Context: an optimization exercise on an open-source flow, tuned for small area, a short achievable clock period and few clock cycles per item. The choices shown serve that exercise and are no tape-out recipe.
Only simulation tests tie the RTL to the original design; equivalence was not proved.
Power figures rest on the tool's default switching activity, not on a simulated workload.

==> inputs of run E <==
==> flow/design.v <==
`default_nettype none
package core_pkg;
	typedef enum logic [6:0] {
		OPC_OP     = 7'b0110011,
		OPC_OP_IMM = 7'b0010011
	} opcode_e;
	typedef enum logic [3:0] {
		ALU_ADD,
		ALU_SUB,
		ALU_AND,
		ALU_OR,
		ALU_XOR,
		ALU_SLT,
		ALU_SLTU,
		ALU_SLL,
		ALU_SRL,
		ALU_SRA
	} alu_op_e;
	typedef struct packed {
		logic [6:0]              funct7;
		logic [5-1:0] rs2;
		logic [5-1:0] rs1;
		logic [2:0]              funct3;
		logic [5-1:0] rd;
		opcode_e                 opcode;
	} r_fmt_t;
	typedef struct packed {
		logic [11:0]             imm12;
		logic [5-1:0] rs1;
		logic [2:0]              funct3;
		logic [5-1:0] rd;
		opcode_e                 opcode;
	} i_fmt_t;
	typedef union packed {
		r_fmt_t r;
		i_fmt_t i;
	} instr_u;
	typedef struct packed {
		alu_op_e                 alu_op;
		logic                    use_imm;
		logic                    illegal;
		logic [5-1:0] rd;
		logic [5-1:0] rs1;
		logic [5-1:0] rs2;
		logic [32-1:0]   imm;
	} dec_op_t;
endpackage
`default_nettype wire
`timescale 1ns/1ps
`default_nettype none
module inst_decoder (
	input  logic [32-1:0] ins_dat_i,
	output logic                  is_imm_o,
	output logic                  illegal_o
);
	logic [6:0] opcode;
	logic [2:0] funct3;
	logic [6:0] funct7;
	logic       f7_zero;
	logic       f7_alt;
	assign opcode = ins_dat_i[6:0];
	assign funct3 = ins_dat_i[14:12];
	assign funct7 = ins_dat_i[31:25];
	assign f7_zero = funct7 == 7'b0000000;
	assign f7_alt = funct7 == 7'b0100000;
	always_comb begin
		is_imm_o = 1'b0;
		illegal_o = 1'b0;
		case (opcode)
			core_pkg::OPC_OP: begin
				if (!(f7_zero || (f7_alt && (funct3 == 3'b000 || funct3 == 3'b101)))) begin
					illegal_o = 1'b1;
				end
			end
			core_pkg::OPC_OP_IMM: begin
				is_imm_o = 1'b1;
				if (funct3[1:0] == 2'b01 && !(f7_zero || (f7_alt && funct3[2]))) begin
					illegal_o = 1'b1;
				end
			end
			default: illegal_o = 1'b1;
		endcase
	end
endmodule
`default_nettype wire
`timescale 1ns/1ps
`default_nettype none
module reg_file (
	input  logic                    clk,
	input  logic                    rst_n,
	input  logic [5-1:0] rs1_addr_i,
	input  logic [5-1:0] rs2_addr_i,
	output logic [32-1:0]   rs1_data_o,
	output logic [32-1:0]   rs2_data_o,
	input  logic                    we_i,
	input  logic [5-1:0] rd_addr_i,
	input  logic [32-1:0]   rd_data_i
);
	logic [32-1:0]     regs [1:32-1];
	logic [32-1:1] valid;
	logic [32-1:1] wsel;
	logic [32-1:1] sel1;
	logic [32-1:1] sel2;
	always_comb begin
		for (int i = 1; i < 32; i++) begin
			wsel[i] = we_i && rd_addr_i == 5'(i);
			sel1[i] = valid[i] && rs1_addr_i == 5'(i);
			sel2[i] = valid[i] && rs2_addr_i == 5'(i);
		end
	end
	always_ff @(posedge clk or negedge rst_n) begin
		if (!rst_n) begin
			valid <= '0;
		end else begin
			valid <= valid | wsel;
		end
	end
	always_ff @(posedge clk) begin
		for (int i = 1; i < 32; i++) begin
			if (wsel[i]) begin
				regs[i] <= rd_data_i;
			end
		end
	end
	always_comb begin
		rs1_data_o = '0;
		rs2_data_o = '0;
		for (int i = 1; i < 32; i++) begin
			rs1_data_o = rs1_data_o | (regs[i] & {32{sel1[i]}});
			rs2_data_o = rs2_data_o | (regs[i] & {32{sel2[i]}});
		end
	end
endmodule
`default_nettype wire
`timescale 1ns/1ps
`default_nettype none
module exec_unit (
	input  logic [32-1:0] a_i,
	input  logic [32-1:0] b_i,
	input  logic [2:0]            funct3_i,
	input  logic                  sub_i,
	input  logic                  sra_i,
	output logic [32-1:0] result_o
);
	localparam int XLEN = 32;
	localparam int SHAMT_W = $clog2(32);
	logic [XLEN:0]   sum;
	logic [XLEN+1:0] sum_ci;
	logic            lt_s;
	logic            lt_u;
	logic            left;
	logic [XLEN-1:0] sh_in;
	logic [XLEN:0]   sh_ext;
	logic [XLEN-1:0] sh_out;
	logic [XLEN-1:0] sh_rev;
	function automatic logic [XLEN-1:0] rev(input logic [XLEN-1:0] x);
		for (int i = 0; i < XLEN; i++) begin
			rev[i] = x[XLEN-1-i];
		end
	endfunction
	assign sum_ci = {1'b0, a_i, 1'b1} + {1'b0, b_i ^ {XLEN{sub_i}}, sub_i};
	assign sum = sum_ci[XLEN+1:1];
	assign lt_s = (a_i[XLEN-1] ^ b_i[XLEN-1]) ? a_i[XLEN-1] : sum[XLEN-1];
	assign lt_u = !sum[XLEN];
	assign left = funct3_i == 3'b001;
	assign sh_in = left ? rev(a_i) : a_i;
	assign sh_ext = $unsigned($signed({sra_i && a_i[XLEN-1], sh_in}) >>> b_i[SHAMT_W-1:0]);
	assign sh_out = sh_ext[XLEN-1:0];
	assign sh_rev = rev(sh_out);
	always_comb begin
		case (funct3_i)
			3'b000:  result_o = sum[XLEN-1:0];
			3'b001:  result_o = sh_rev;
			3'b010:  result_o = XLEN'(lt_s);
			3'b011:  result_o = XLEN'(lt_u);
			3'b100:  result_o = a_i ^ b_i;
			3'b101:  result_o = sh_out;
			3'b110:  result_o = a_i | b_i;
			default: result_o = a_i & b_i;
		endcase
	end
endmodule
`default_nettype wire
`timescale 1ns/1ps
`default_nettype none
module rv_alu_core (
	input  logic                    clk,
	input  logic                    rst_n,
	input  logic                    ins_cyc_i,
	input  logic                    ins_stb_i,
	input  logic                    ins_we_i,
	input  logic [32-1:0]   ins_dat_i,
	output logic                    ins_ack_o,
	input  logic                    retire_ready_i,
	output logic                    retire_valid_o,
	output logic [5-1:0] retire_rd_o,
	output logic [32-1:0]   retire_data_o,
	output logic                    retire_illegal_o
);
	logic                    dec_is_imm;
	logic                    dec_illegal;
	logic [5-1:0] in_rd;
	logic [5-1:0] in_rs1;
	logic [5-1:0] in_rs2;
	logic [2:0]              in_funct3;
	logic [32-1:0]   in_imm;
	logic                    e_vld;
	logic [32-1:0]   e_a;
	logic [32-1:0]   e_b;
	logic [5-1:0] e_rd;
	logic [2:0]              e_funct3;
	logic                    e_sub;
	logic                    e_sra;
	logic                    e_illegal;
	logic                    e_wen;
	logic                    e_free;
	logic                    ex_go;
	logic                    ex_wr;
	logic                    byp1;
	logic                    byp2;
	logic                    e_byp1;
	logic                    e_byp2;
	logic [32-1:0]   ex_a;
	logic [32-1:0]   ex_b;
	logic [32-1:0]   rs1_data;
	logic [32-1:0]   rs2_data;
	logic [32-1:0]   result;
	inst_decoder inst_decoder (
		.ins_dat_i (ins_dat_i),
		.is_imm_o  (dec_is_imm),
		.illegal_o (dec_illegal)
	);
	assign in_rd = ins_dat_i[11:7];
	assign in_rs1 = ins_dat_i[19:15];
	assign in_rs2 = ins_dat_i[24:20];
	assign in_funct3 = ins_dat_i[14:12];
	assign in_imm = {{(32 - 12){ins_dat_i[31]}}, ins_dat_i[31:20]};
	assign ex_go = e_vld && (!retire_valid_o || retire_ready_i);
	assign e_free = !e_vld || !retire_valid_o || retire_ready_i;
	assign ins_ack_o = ins_cyc_i && ins_stb_i && e_free;
	assign ex_wr = ex_go && e_wen;
	reg_file reg_file (
		.clk        (clk),
		.rst_n      (rst_n),
		.rs1_addr_i (in_rs1),
		.rs2_addr_i (in_rs2),
		.rs1_data_o (rs1_data),
		.rs2_data_o (rs2_data),
		.we_i       (ex_wr),
		.rd_addr_i  (e_rd),
		.rd_data_i  (result)
	);
	assign byp1 = ex_wr && e_rd == in_rs1;
	assign byp2 = ex_wr && e_rd == in_rs2 && !dec_is_imm;
	always_ff @(posedge clk or negedge rst_n) begin
		if (!rst_n) begin
			e_vld <= 1'b0;
		end else if (e_free) begin
			e_vld <= ins_cyc_i && ins_stb_i;
		end
	end
	always_ff @(posedge clk) begin
		if (e_free) begin
			e_a <= rs1_data;
			e_b <= dec_is_imm ? in_imm : rs2_data;
			e_byp1 <= byp1;
			e_byp2 <= byp2;
			e_rd <= in_rd;
			e_funct3 <= in_funct3;
			e_sub <= (!dec_is_imm && ins_dat_i[30] && in_funct3 == 3'b000) ||
				in_funct3 == 3'b010 || in_funct3 == 3'b011;
			e_sra <= ins_dat_i[30];
			e_illegal <= dec_illegal;
			e_wen <= !dec_illegal && in_rd != '0;
		end
	end
	assign ex_a = e_byp1 ? retire_data_o : e_a;
	assign ex_b = e_byp2 ? retire_data_o : e_b;
	exec_unit exec_unit (
		.a_i      (ex_a),
		.b_i      (ex_b),
		.funct3_i (e_funct3),
		.sub_i    (e_sub),
		.sra_i    (e_sra),
		.result_o (result)
	);
	always_ff @(posedge clk or negedge rst_n) begin
		if (!rst_n) begin
			retire_valid_o <= 1'b0;
		end else if (ex_go) begin
			retire_valid_o <= 1'b1;
		end else if (retire_ready_i) begin
			retire_valid_o <= 1'b0;
		end
	end
	always_ff @(posedge clk) begin
		if (ex_go) begin
			retire_rd_o <= e_rd;
			retire_illegal_o <= e_illegal;
			retire_data_o <= e_wen ? result : '0;
		end
	end
endmodule
`default_nettype wire
==> flow/run.sh <==
#!/bin/bash
# synth_recipe.tcl (not shown) runs the flow's synth.tcl, then flattens the netlist and writes it again
# the make line also repeats each setting of config.mk as NAME=value (left out here)
make -C /OpenROAD-flow-scripts/flow DESIGN_CONFIG=/design/flow/config.mk WORK_HOME=/design/flow/orfs CLKGATE_MAP_FILE= SYNTH_SCRIPT=/design/flow/synth_recipe.tcl finish
==> flow/config.mk <==
export PLATFORM = sky130hd
export DESIGN_NAME = rv_alu_core
export DESIGN_NICKNAME = rv_alu_core
export VERILOG_FILES = /design/flow/design.v
export SDC_FILE = /design/flow/constraint.sdc
export NUM_CORES = 4
export LEC_CHECK = 0
export ABC_CLOCK_PERIOD_IN_PS = 3500
export CAP_MARGIN = 20
export CORE_MARGIN = 2
export CORE_UTILIZATION = 45
export SETUP_SLACK_MARGIN = 4.4
export SLEW_MARGIN = 20
==> flow/constraint.sdc <==
create_clock -name core_clock -period 8.0 [get_ports {clk}]
set_input_delay 1.6000 -clock core_clock [delete_from_list [all_inputs] [get_ports {clk}]]
set_output_delay 1.6000 -clock core_clock [all_outputs]
set_load 0.01 [all_outputs]
==> run B: changes against run E <==
--- a/flow/design.v
+++ b/flow/design.v
@@ -94,2 +94,4 @@
 	output logic [32-1:0]   rs2_data_o,
+	input  logic                    kill_i,
+	input  logic [5-1:0] kill_addr_i,
 	input  logic                    we_i,
@@ -101,4 +103,9 @@
 	logic [32-1:1] wsel;
+	logic [32-1:1] ksel;
+	logic [32-1:1] rmask;
 	logic [32-1:1] sel1;
 	logic [32-1:1] sel2;
+	logic                      wt_ok;
+	logic                      wt1;
+	logic                      wt2;
 	always_comb begin
@@ -106,6 +113,11 @@
 			wsel[i] = we_i && rd_addr_i == 5'(i);
-			sel1[i] = valid[i] && rs1_addr_i == 5'(i);
-			sel2[i] = valid[i] && rs2_addr_i == 5'(i);
+			ksel[i] = kill_i && kill_addr_i == 5'(i);
+			rmask[i] = valid[i] && !wsel[i] && !ksel[i];
+			sel1[i] = rmask[i] && rs1_addr_i == 5'(i);
+			sel2[i] = rmask[i] && rs2_addr_i == 5'(i);
 		end
 	end
+	assign wt_ok = we_i && !(kill_i && kill_addr_i == rd_addr_i);
+	assign wt1 = wt_ok && rs1_addr_i == rd_addr_i;
+	assign wt2 = wt_ok && rs2_addr_i == rd_addr_i;
 	always_ff @(posedge clk or negedge rst_n) begin
@@ -125,4 +137,4 @@
 	always_comb begin
-		rs1_data_o = '0;
-		rs2_data_o = '0;
+		rs1_data_o = rd_data_i & {32{wt1}};
+		rs2_data_o = rd_data_i & {32{wt2}};
 		for (int i = 1; i < 32; i++) begin
@@ -142,2 +154,3 @@
 	input  logic                  sra_i,
+	input  logic                  left_i,
 	output logic [32-1:0] result_o
@@ -164,3 +177,3 @@
 	assign lt_u = !sum[XLEN];
-	assign left = funct3_i == 3'b001;
+	assign left = left_i;
 	assign sh_in = left ? rev(a_i) : a_i;
@@ -213,13 +226,11 @@
 	logic                    e_sra;
+	logic                    e_left;
 	logic                    e_illegal;
 	logic                    e_wen;
+	logic                    wb_pend;
 	logic                    e_free;
 	logic                    ex_go;
-	logic                    ex_wr;
-	logic                    byp1;
-	logic                    byp2;
-	logic                    e_byp1;
-	logic                    e_byp2;
-	logic [32-1:0]   ex_a;
-	logic [32-1:0]   ex_b;
+	logic                    e_fwd;
+	logic                    hit1;
+	logic                    hit2;
 	logic [32-1:0]   rs1_data;
@@ -240,16 +251,18 @@
 	assign ins_ack_o = ins_cyc_i && ins_stb_i && e_free;
-	assign ex_wr = ex_go && e_wen;
+	assign e_fwd = e_vld && e_wen;
 	reg_file reg_file (
-		.clk        (clk),
-		.rst_n      (rst_n),
-		.rs1_addr_i (in_rs1),
-		.rs2_addr_i (in_rs2),
-		.rs1_data_o (rs1_data),
-		.rs2_data_o (rs2_data),
-		.we_i       (ex_wr),
-		.rd_addr_i  (e_rd),
-		.rd_data_i  (result)
+		.clk         (clk),
+		.rst_n       (rst_n),
+		.rs1_addr_i  (in_rs1),
+		.rs2_addr_i  (in_rs2),
+		.rs1_data_o  (rs1_data),
+		.rs2_data_o  (rs2_data),
+		.kill_i      (e_fwd),
+		.kill_addr_i (e_rd),
+		.we_i        (wb_pend),
+		.rd_addr_i   (retire_rd_o),
+		.rd_data_i   (retire_data_o)
 	);
-	assign byp1 = ex_wr && e_rd == in_rs1;
-	assign byp2 = ex_wr && e_rd == in_rs2 && !dec_is_imm;
+	assign hit1 = e_fwd && e_rd == in_rs1;
+	assign hit2 = e_fwd && e_rd == in_rs2;
 	always_ff @(posedge clk or negedge rst_n) begin
@@ -257,4 +270,8 @@
 			e_vld <= 1'b0;
-		end else if (e_free) begin
-			e_vld <= ins_cyc_i && ins_stb_i;
+			wb_pend <= 1'b0;
+		end else begin
+			if (e_free) begin
+				e_vld <= ins_cyc_i && ins_stb_i;
+			end
+			wb_pend <= ex_go && e_wen;
 		end
@@ -263,6 +280,4 @@
 		if (e_free) begin
-			e_a <= rs1_data;
-			e_b <= dec_is_imm ? in_imm : rs2_data;
-			e_byp1 <= byp1;
-			e_byp2 <= byp2;
+			e_a <= rs1_data | (result & {32{hit1}});
+			e_b <= dec_is_imm ? in_imm : (rs2_data | (result & {32{hit2}}));
 			e_rd <= in_rd;
@@ -272,2 +287,3 @@
 			e_sra <= ins_dat_i[30];
+			e_left <= in_funct3 == 3'b001;
 			e_illegal <= dec_illegal;
@@ -276,7 +292,5 @@
 	end
-	assign ex_a = e_byp1 ? retire_data_o : e_a;
-	assign ex_b = e_byp2 ? retire_data_o : e_b;
 	exec_unit exec_unit (
-		.a_i      (ex_a),
-		.b_i      (ex_b),
+		.a_i      (e_a),
+		.b_i      (e_b),
 		.funct3_i (e_funct3),
@@ -284,2 +298,3 @@
 		.sra_i    (e_sra),
+		.left_i   (e_left),
 		.result_o (result)
- CTS_CLUSTER_DIAMETER: default -> 100
- CTS_CLUSTER_SIZE: default -> 25
==> run R: changes against run E <==
--- a/flow/design.v
+++ b/flow/design.v
@@ -94,5 +94,11 @@
 	output logic [32-1:0]   rs2_data_o,
+	input  logic                    kill_i,
+	input  logic [5-1:0] kill_addr_i,
 	input  logic                    we_i,
 	input  logic [5-1:0] rd_addr_i,
-	input  logic [32-1:0]   rd_data_i
+	input  logic [32-1:0]   rd_data_i,
+	input  logic                    nxt_we_i,
+	input  logic [5-1:0] nxt_rd_addr_i,
+	input  logic                    nxt_kill_i,
+	input  logic [5-1:0] nxt_kill_addr_i
 );
@@ -101,4 +107,9 @@
 	logic [32-1:1] wsel;
+	logic [32-1:1] rmask;
+	logic [32-1:1] rmask_nxt;
 	logic [32-1:1] sel1;
 	logic [32-1:1] sel2;
+	logic                      wt_ok;
+	logic                      wt1;
+	logic                      wt2;
 	always_comb begin
@@ -106,6 +117,12 @@
 			wsel[i] = we_i && rd_addr_i == 5'(i);
-			sel1[i] = valid[i] && rs1_addr_i == 5'(i);
-			sel2[i] = valid[i] && rs2_addr_i == 5'(i);
+			rmask_nxt[i] = (valid[i] || wsel[i]) &&
+				!(nxt_we_i && nxt_rd_addr_i == 5'(i)) &&
+				!(nxt_kill_i && nxt_kill_addr_i == 5'(i));
+			sel1[i] = rmask[i] && rs1_addr_i == 5'(i);
+			sel2[i] = rmask[i] && rs2_addr_i == 5'(i);
 		end
 	end
+	assign wt_ok = we_i && !(kill_i && kill_addr_i == rd_addr_i);
+	assign wt1 = wt_ok && rs1_addr_i == rd_addr_i;
+	assign wt2 = wt_ok && rs2_addr_i == rd_addr_i;
 	always_ff @(posedge clk or negedge rst_n) begin
@@ -113,4 +130,6 @@
 			valid <= '0;
+			rmask <= '0;
 		end else begin
 			valid <= valid | wsel;
+			rmask <= rmask_nxt;
 		end
@@ -125,4 +144,4 @@
 	always_comb begin
-		rs1_data_o = '0;
-		rs2_data_o = '0;
+		rs1_data_o = rd_data_i & {32{wt1}};
+		rs2_data_o = rd_data_i & {32{wt2}};
 		for (int i = 1; i < 32; i++) begin
@@ -142,2 +161,3 @@
 	input  logic                  sra_i,
+	input  logic                  left_i,
 	output logic [32-1:0] result_o
@@ -164,3 +184,3 @@
 	assign lt_u = !sum[XLEN];
-	assign left = funct3_i == 3'b001;
+	assign left = left_i;
 	assign sh_in = left ? rev(a_i) : a_i;
@@ -213,13 +233,12 @@
 	logic                    e_sra;
+	logic                    e_left;
 	logic                    e_illegal;
 	logic                    e_wen;
+	logic                    wb_pend;
 	logic                    e_free;
 	logic                    ex_go;
-	logic                    ex_wr;
-	logic                    byp1;
-	logic                    byp2;
-	logic                    e_byp1;
-	logic                    e_byp2;
-	logic [32-1:0]   ex_a;
-	logic [32-1:0]   ex_b;
+	logic                    e_fwd;
+	logic                    in_wen;
+	logic                    hit1;
+	logic                    hit2;
 	logic [32-1:0]   rs1_data;
@@ -240,16 +259,23 @@
 	assign ins_ack_o = ins_cyc_i && ins_stb_i && e_free;
-	assign ex_wr = ex_go && e_wen;
+	assign e_fwd = e_vld && e_wen;
 	reg_file reg_file (
-		.clk        (clk),
-		.rst_n      (rst_n),
-		.rs1_addr_i (in_rs1),
-		.rs2_addr_i (in_rs2),
-		.rs1_data_o (rs1_data),
-		.rs2_data_o (rs2_data),
-		.we_i       (ex_wr),
-		.rd_addr_i  (e_rd),
-		.rd_data_i  (result)
+		.clk         (clk),
+		.rst_n       (rst_n),
+		.rs1_addr_i  (in_rs1),
+		.rs2_addr_i  (in_rs2),
+		.rs1_data_o  (rs1_data),
+		.rs2_data_o  (rs2_data),
+		.kill_i      (e_fwd),
+		.kill_addr_i (e_rd),
+		.we_i        (wb_pend),
+		.rd_addr_i   (retire_rd_o),
+		.rd_data_i   (retire_data_o),
+		.nxt_we_i        (ex_go && e_wen),
+		.nxt_rd_addr_i   (e_rd),
+		.nxt_kill_i      (e_free ? (ins_cyc_i && ins_stb_i && in_wen) : e_fwd),
+		.nxt_kill_addr_i (e_free ? in_rd : e_rd)
 	);
-	assign byp1 = ex_wr && e_rd == in_rs1;
-	assign byp2 = ex_wr && e_rd == in_rs2 && !dec_is_imm;
+	assign in_wen = !dec_illegal && in_rd != '0;
+	assign hit1 = e_fwd && e_rd == in_rs1;
+	assign hit2 = e_fwd && e_rd == in_rs2;
 	always_ff @(posedge clk or negedge rst_n) begin
@@ -257,4 +283,8 @@
 			e_vld <= 1'b0;
-		end else if (e_free) begin
-			e_vld <= ins_cyc_i && ins_stb_i;
+			wb_pend <= 1'b0;
+		end else begin
+			if (e_free) begin
+				e_vld <= ins_cyc_i && ins_stb_i;
+			end
+			wb_pend <= ex_go && e_wen;
 		end
@@ -263,6 +293,4 @@
 		if (e_free) begin
-			e_a <= rs1_data;
-			e_b <= dec_is_imm ? in_imm : rs2_data;
-			e_byp1 <= byp1;
-			e_byp2 <= byp2;
+			e_a <= rs1_data | (result & {32{hit1}});
+			e_b <= dec_is_imm ? in_imm : (rs2_data | (result & {32{hit2}}));
 			e_rd <= in_rd;
@@ -272,11 +300,10 @@
 			e_sra <= ins_dat_i[30];
+			e_left <= in_funct3 == 3'b001;
 			e_illegal <= dec_illegal;
-			e_wen <= !dec_illegal && in_rd != '0;
+			e_wen <= in_wen;
 		end
 	end
-	assign ex_a = e_byp1 ? retire_data_o : e_a;
-	assign ex_b = e_byp2 ? retire_data_o : e_b;
 	exec_unit exec_unit (
-		.a_i      (ex_a),
-		.b_i      (ex_b),
+		.a_i      (e_a),
+		.b_i      (e_b),
 		.funct3_i (e_funct3),
@@ -284,2 +311,3 @@
 		.sra_i    (e_sra),
+		.left_i   (e_left),
 		.result_o (result)
- CTS_CLUSTER_DIAMETER: default -> 100
- CTS_CLUSTER_SIZE: default -> 25
==> metrics.md <==
| Metric | Value |
|---|---|
| Fillers | 9020 |
| Clk pwr | slightly below 6 mW |
| Post-synthesis cell count | approximately 4.2k |
| Post-layout minimum cycle time | around 4.2 ns |
| Count of different cell masters after synthesis | 83 |
| Setup Skew | 0.04633 ns |
| Register area share after synthesis | 0.6223 |
| Status | no timing/DRC/antenna violations |
| Clk_buf instances | 137 |
| Net load switching power | ~4.2 mW |
| Cell area after placement | 58590 µm² |
| Die height | between 300 and 400 µm |
# the run above: run E

==> metrics.md <==
| Metric | Value |
|---|---|
| Count of different cell masters after synthesis | 90 |
| Post-layout minimum cycle time | around 3.8 ns |
| Fillers | around 10k |
| Cell area after placement | 59810 µm² |
| Status | no timing/DRC/antenna violations |
| Post-synthesis cell count | 4244 |
| Setup Skew | ~0.028 ns |
| Port Buf Inserts | 76 |
| Die height | roughly 360 µm |
| Net load switching power | ~2.8 mW |
| Clk pwr | 3.26 mW |
| Register area share after synthesis | 0.6189 |
| Clk_buf instances | between 60 and 70 |
# the run above: run R

==> metrics.md <==
| Metric | Value |
|---|---|
| Setup Skew | approximately 0.036 ns |
| #MultiIn Comb | between 2k and 3k |
| Met1 usage | 0.5555 |
| Clk pwr | 3.27 mW |
| Synth Area in Adders | 0.02117 |
| Clk_buf instances | 60 |
| Count of different cell masters after synthesis | 94 |
| Post-layout minimum cycle time | ~3.8 ns |
| Status | no timing/DRC/antenna violations |
| Post-synthesis cell count | about 4.4k |
| Fillers | roughly 11k |
| Register area share after synthesis | 0.6010 |
| Cell area after placement | 60250 µm² |
# the run above: run B

Testbench counts of run E, summed over its fixed seeds: cycles 24,016, items 24,000.
Testbench counts of run B, summed over its fixed seeds: cycles 24,016, items 24,000.
Testbench counts of run R, summed over its fixed seeds: cycles 24,016, items 24,000.

## afterwards: timing with drivers on the ports
How much do the figures lean on ideal ports? The routed layouts below were timed once more, with nothing changed but the port constraints.
Step 1: set_driving_cell puts a clkbuf_16 on clk and a buf_2 on each other input, an assumption about the parent block.
Step 2 also shifts input and output timing later by t, the mid clock arrival at the registers, as if the neighbouring blocks saw the same clock.
Three values: ideal, step 1, step 2; two values: the first two.
run	t, ns	setup slack, ns	worst register clock-pin slew, ns	worst slew at a driven data input, ns
run E	0.811	3.784 / 3.784 / 3.440	0.08 / 0.08	0.05
run B	0.794	4.187 / 4.187 / 3.457	0.12 / 0.12	0.06
run R	0.790	4.173 / 4.218 / 3.428	0.11 / 0.11	0.05
After both steps every run listed still meets setup and hold. The setup slack of run R, which loses most, moves by +0.045 ns with the drivers and by -0.745 ns with both steps.
